What follows belongs to an exercise in optimizing a design on an open flow for small area, a short achievable clock period and few clock cycles; a production flow would make more cautious choices.
At most, simulation tests tie the RTL to the original design; equivalence was not proved.
Power and IR drop assume default switching activity.

==> 01-15: inputs <==
// upscale_top
module upscale_top (
    input  logic   clk,
    input  logic   rst,
    input  logic   pix_valid,
    input  upscale_pkg::pixel_t pix_data,
    input  logic   start,
    output logic   busy,
    output logic   done,
    input  logic [2:0]  rd_row,
    output logic [8*12-1:0] rd_data
);
    localparam int PW = 12;
    logic [PW-1:0] live [0:15];
    logic [PW-1:0] live_nx [0:15];
    logic [PW-1:0] snap [0:15];
    logic [3:0]    wr_ptr;
    logic          busy_q;
    logic          zero_q;    
    wire acc_pix   = pix_valid & ~busy_q;
    wire acc_start = start & ~busy_q;
    always_ff @(posedge clk) begin
        if (!rst) begin
            wr_ptr <= '0;
            busy_q <= 1'b0;
            zero_q <= 1'b1;
        end else begin
            if (acc_pix) wr_ptr <= wr_ptr + 4'd1;
            busy_q <= acc_start;
            if (acc_start) zero_q <= 1'b0;
        end
    end
    always_comb begin
        for (int k = 0; k < 16; k++) begin
            live_nx[k] = ({PW{acc_pix && wr_ptr == 4'(k)}} & pix_data)
                       | ({PW{!(acc_pix && wr_ptr == 4'(k))}} & live[k]);
        end
    end
    always_ff @(posedge clk) begin
        for (int k = 0; k < 16; k++) begin
            live[k] <= live_nx[k];
            if (acc_start) snap[k] <= live_nx[k];
        end
    end
    assign busy = busy_q;
    assign done = busy_q;
    logic [3:0] st, sb;
    always_comb begin
        st = '0;
        sb = '0;
        case (rd_row)
            3'd0: begin st[0] = 1'b1; sb[0] = 1'b1; end
            3'd1: begin st[0] = 1'b1; sb[1] = 1'b1; end
            3'd2: begin st[1] = 1'b1; sb[0] = 1'b1; end
            3'd3: begin st[1] = 1'b1; sb[2] = 1'b1; end
            3'd4: begin st[2] = 1'b1; sb[1] = 1'b1; end
            3'd5: begin st[2] = 1'b1; sb[3] = 1'b1; end
            3'd6: begin st[3] = 1'b1; sb[2] = 1'b1; end
            default: begin st[3] = 1'b1; sb[3] = 1'b1; end
        endcase
        if (zero_q) begin
            st = '0;
            sb = '0;
  ...
==> module upscale_top, before the edit <==
module upscale_top (
    input  logic   clk,
    input  logic   rst,
    input  logic   pix_valid,
    input  upscale_pkg::pixel_t pix_data,
    input  logic   start,
    output logic   busy,
    output logic   done,
    input  logic [2:0]  rd_row,
    output logic [8*12-1:0] rd_data
);
    localparam int PW = 12;
    logic [PW-1:0] live [0:15];
    logic [PW-1:0] live_nx [0:15];
    logic [PW-1:0] snap [0:15];
    logic [3:0]    wr_ptr;
    logic          busy_q;
    logic          zero_q;    
    wire acc_pix   = pix_valid & ~busy_q;
    wire acc_start = start & ~busy_q;
    always_ff @(posedge clk) begin
        if (!rst) begin
            wr_ptr <= '0;
            busy_q <= 1'b0;
            zero_q <= 1'b1;
        end else begin
            if (acc_pix) wr_ptr <= wr_ptr + 4'd1;
            busy_q <= acc_start;
            if (acc_start) zero_q <= 1'b0;
        end
    end
    always_comb begin
        for (int k = 0; k < 16; k++) begin
            live_nx[k] = ({PW{acc_pix && wr_ptr == 4'(k)}} & pix_data)
                       | ({PW{!(acc_pix && wr_ptr == 4'(k))}} & live[k]);
        end
    end
    always_ff @(posedge clk) begin
        for (int k = 0; k < 16; k++) begin
            live[k] <= live_nx[k];
            if (acc_start) snap[k] <= live_nx[k];
        end
    end
    assign busy = busy_q;
    assign done = busy_q;
    logic [3:0] st, sb;
    always_comb begin
        st = '0;
        sb = '0;
        case (rd_row)
            3'd0: begin st[0] = 1'b1; sb[0] = 1'b1; end
            3'd1: begin st[0] = 1'b1; sb[1] = 1'b1; end
            3'd2: begin st[1] = 1'b1; sb[0] = 1'b1; end
            3'd3: begin st[1] = 1'b1; sb[2] = 1'b1; end
            3'd4: begin st[2] = 1'b1; sb[1] = 1'b1; end
            3'd5: begin st[2] = 1'b1; sb[3] = 1'b1; end
            3'd6: begin st[3] = 1'b1; sb[2] = 1'b1; end
            default: begin st[3] = 1'b1; sb[3] = 1'b1; end
        endcase
        if (zero_q) begin
            st = '0;
            sb = '0;
        end
    end
    logic [PW-1:0] tp [0:3];
    logic [PW-1:0] bt [0:3];
    logic [PW+1:0] vs [0:3];
    logic [PW+1:0] vc [0:3];
    logic [PW+1:0] v [0:3];
    for (genvar c = 0; c < 4; c++) begin : g_v
        assign tp[c] = ({PW{st[0]}} & snap[c])     | ({PW{st[1]}} & snap[4+c])
                     | ({PW{st[2]}} & snap[8+c])   | ({PW{st[3]}} & snap[12+c]);
        assign bt[c] = ({PW{sb[0]}} & snap[c])     | ({PW{sb[1]}} & snap[4+c])
                     | ({PW{sb[2]}} & snap[8+c])   | ({PW{sb[3]}} & snap[12+c]);
        assign vs[c] = {1'b0, tp[c], 1'b0} ^ {2'b0, tp[c]} ^ {2'b0, bt[c]};
        assign vc[c] = ((({1'b0, tp[c], 1'b0} & {2'b0, tp[c]}) | ({1'b0, tp[c], 1'b0} & {2'b0, bt[c]})
                        | ({2'b0, tp[c]} & {2'b0, bt[c]}))) << 1;
        pfx_add #(.W(PW+2)) u_va (.a(vs[c]), .b(vc[c]), .y(v[c]));
    end
    logic [PW+3:0] hs [1:6];
    logic [PW+3:0] hc [1:6];
    logic [PW+3:0] h [1:6];
    logic [PW+1:0] hl [1:6];
    logic [PW+1:0] hr [1:6];
    assign hl[1] = v[0]; assign hr[1] = v[1];
    assign hl[2] = v[1]; assign hr[2] = v[0];
    assign hl[3] = v[1]; assign hr[3] = v[2];
    assign hl[4] = v[2]; assign hr[4] = v[1];
    assign hl[5] = v[2]; assign hr[5] = v[3];
    assign hl[6] = v[3]; assign hr[6] = v[2];
    for (genvar j = 1; j <= 6; j++) begin : g_h
        assign hs[j] = {1'b0, hl[j], 1'b0} ^ {2'b0, hl[j]} ^ {2'b0, hr[j]};
        assign hc[j] = ((({1'b0, hl[j], 1'b0} & {2'b0, hl[j]}) | ({1'b0, hl[j], 1'b0} & {2'b0, hr[j]})
                        | ({2'b0, hl[j]} & {2'b0, hr[j]}))) << 1;
        pfx_add #(.W(PW+4)) u_ha (.a(hs[j]), .b(hc[j]), .y(h[j]));
    end
    assign rd_data[0*PW +: PW] = v[0][PW+1:2];
    assign rd_data[1*PW +: PW] = h[1][PW+3:4];
    assign rd_data[2*PW +: PW] = h[2][PW+3:4];
    assign rd_data[3*PW +: PW] = h[3][PW+3:4];
    assign rd_data[4*PW +: PW] = h[4][PW+3:4];
    assign rd_data[5*PW +: PW] = h[5][PW+3:4];
    assign rd_data[6*PW +: PW] = h[6][PW+3:4];
    assign rd_data[7*PW +: PW] = v[3][PW+1:2];
endmodule
==> module pfx_add, before the edit <==
module pfx_add #(parameter int W = 16) (
    input  logic [W-1:0] a,
    input  logic [W-1:0] b,
    output logic [W-1:0] y
);
    localparam int L = $clog2(W);
    logic [W-1:0] g [0:L];
    logic [W-1:0] p [0:L];
    assign g[0] = a & b;
    assign p[0] = a ^ b;
    for (genvar l = 0; l < L; l++) begin : g_lv
        for (genvar i = 0; i < W; i++) begin : g_b
            if (((i >> l) & 1) == 1) begin : g_op
                localparam int J = ((i >> l) << l) - 1;
                assign g[l+1][i] = g[l][i] | (p[l][i] & g[l][J]);
                assign p[l+1][i] = p[l][i] & p[l][J];
            end else begin : g_pass
                assign g[l+1][i] = g[l][i];
                assign p[l+1][i] = p[l][i];
            end
        end
    end
    assign y = p[0] ^ {g[L][W-2:0], 1'b0};
endmodule
export LEC_CHECK = 0
export ABC_AREA = 1
export CAP_MARGIN = 20
export CORE_MARGIN = 2
export CORE_UTILIZATION = 40
export SLEW_MARGIN = 20
create_clock -name core_clock -period 9.0 [get_ports {clk}]
standard.sh (not shown) runs the stock make flow with config.mk's settings and CLKGATE_MAP_FILE= SYNTH_SCRIPT=/design/flow/synth_recipe.tcl, a recipe that flattens the netlist after the stock synthesis.
==> flow/flow/run.sh <==
#!/bin/bash
# Layout flow: the standard ORFS flow (standard synthesis unchanged), except that the
# buffer put on every input and output port is a plain buf_1 rather than the delay-cell
# buffer that buffer_ports picks by default. Timing repair still resizes these buffers.
# Runs in the work folder; make's full output goes to flow_make.log there, and ORFS keeps
# each step's own log under orfs/logs/.
set -euo pipefail
bash standard.sh "BUFFER_PORTS_ARGS=-buffer_cell sky130_fd_sc_hd__buf_1" finish > flow_make.log 2>&1
==> 03-26: changes against 01-15 <==
--- a/flow/design.v
+++ b/flow/design.v
@@ -89,3 +89,3 @@
                         | ({2'b0, tp[c]} & {2'b0, bt[c]}))) << 1;
-        pfx_add #(.W(PW+2)) u_va (.a(vs[c]), .b(vc[c]), .y(v[c]));
+        assign v[c]  = vs[c] + vc[c];
     end
@@ -106,3 +106,3 @@
                         | ({2'b0, hl[j]} & {2'b0, hr[j]}))) << 1;
-        pfx_add #(.W(PW+4)) u_ha (.a(hs[j]), .b(hc[j]), .y(h[j]));
+        assign h[j]  = hs[j] + hc[j];
     end
@@ -117,25 +117 @@
 endmodule
-module pfx_add #(parameter int W = 16) (
-    input  logic [W-1:0] a,
-    input  logic [W-1:0] b,
-    output logic [W-1:0] y
-);
-    localparam int L = $clog2(W);
-    logic [W-1:0] g [0:L];
-    logic [W-1:0] p [0:L];
-    assign g[0] = a & b;
-    assign p[0] = a ^ b;
-    for (genvar l = 0; l < L; l++) begin : g_lv
-        for (genvar i = 0; i < W; i++) begin : g_b
-            if (((i >> l) & 1) == 1) begin : g_op
-                localparam int J = ((i >> l) << l) - 1;
-                assign g[l+1][i] = g[l][i] | (p[l][i] & g[l][J]);
-                assign p[l+1][i] = p[l][i] & p[l][J];
-            end else begin : g_pass
-                assign g[l+1][i] = g[l][i];
-                assign p[l+1][i] = p[l][i];
-            end
-        end
-    end
-    assign y = p[0] ^ {g[L][W-2:0], 1'b0};
-endmodule
==> flow/run.sh (new file) <==
#!/bin/bash
# synth_recipe.tcl (not shown) runs the flow's synth.tcl, then flattens the netlist and writes it again
# the make line also repeats each setting of config.mk as NAME=value (left out here)
make -C /OpenROAD-flow-scripts/flow DESIGN_CONFIG=/design/flow/config.mk WORK_HOME=/design/flow/orfs CLKGATE_MAP_FILE= SYNTH_SCRIPT=/design/flow/synth_recipe.tcl finish
Settings changed: ABC_AREA 1 to not set, GPL_TIMING_DRIVEN set to 0.
removed: flow/flow/run.sh
removed: flow/standard.sh
==> summary of the runs <==
Against 03-26, the utilization of 01-15 is lower by 4.8 points. Of 01-15 and 03-26, 01-15 has the higher final cell count (gap 17%, measured against 03-26). In 01-15 the maximum frequency is higher than in 03-26, by about 2.8%. Non-clock buffer count: 01-15 is lower than 03-26 (83). Flip-flop and latch count is the same in 03-26 and 01-15. Clock power is about the same in 01-15 and 03-26. Against 03-26, the via count of 01-15 is larger by about 7%. Against 03-26, the wire length of 01-15 is lower by about 7%. In 03-26 the worst setup slack is worse than in 01-15, by 240 ps. In 03-26 the critical path depth is lower than in 01-15, by 2. 01-15 ran to the end with no violations. 03-26 finished but failed the layout checks on setup timing.
Testbench counts of 03-26, summed over its fixed seeds: cycles 6,528.
Only the layout flow was run in 01-15; the RTL was not checked for function there.

re-timing with driven ports:
The flow's constraints put no driver on any port. The routed layouts listed below were extracted and timed again, unchanged, in two steps.
Step 1, drivers: a clkbuf_16 drives clk and a buf_2 each remaining input, both assumed.
Step 2 times the ports against the registers' clock, not the clock port: input delays grow and output delays shrink by t, the midpoint of the rising clock arrivals with the driver on.
Three values: no drivers, after step 1, after step 2; two values: the first two.
run | t (ns) | setup WS [ns] | worst register clock-pin slew, ns | worst data-port slew with drivers (ns) | cell pins on the clock port's net
01-15 | 0.571 | 0.230 / 0.194 / 0.194 | 0.07 / 0.07 | 0.04 | 1
03-26 | 0.579 | -0.014 / -0.060 / -0.060 | 0.07 / 0.07 | 0.09 | 1
For 03-26, which loses most, drivers alone change the setup slack by -0.046 ns; drivers and shift together by -0.046 ns.
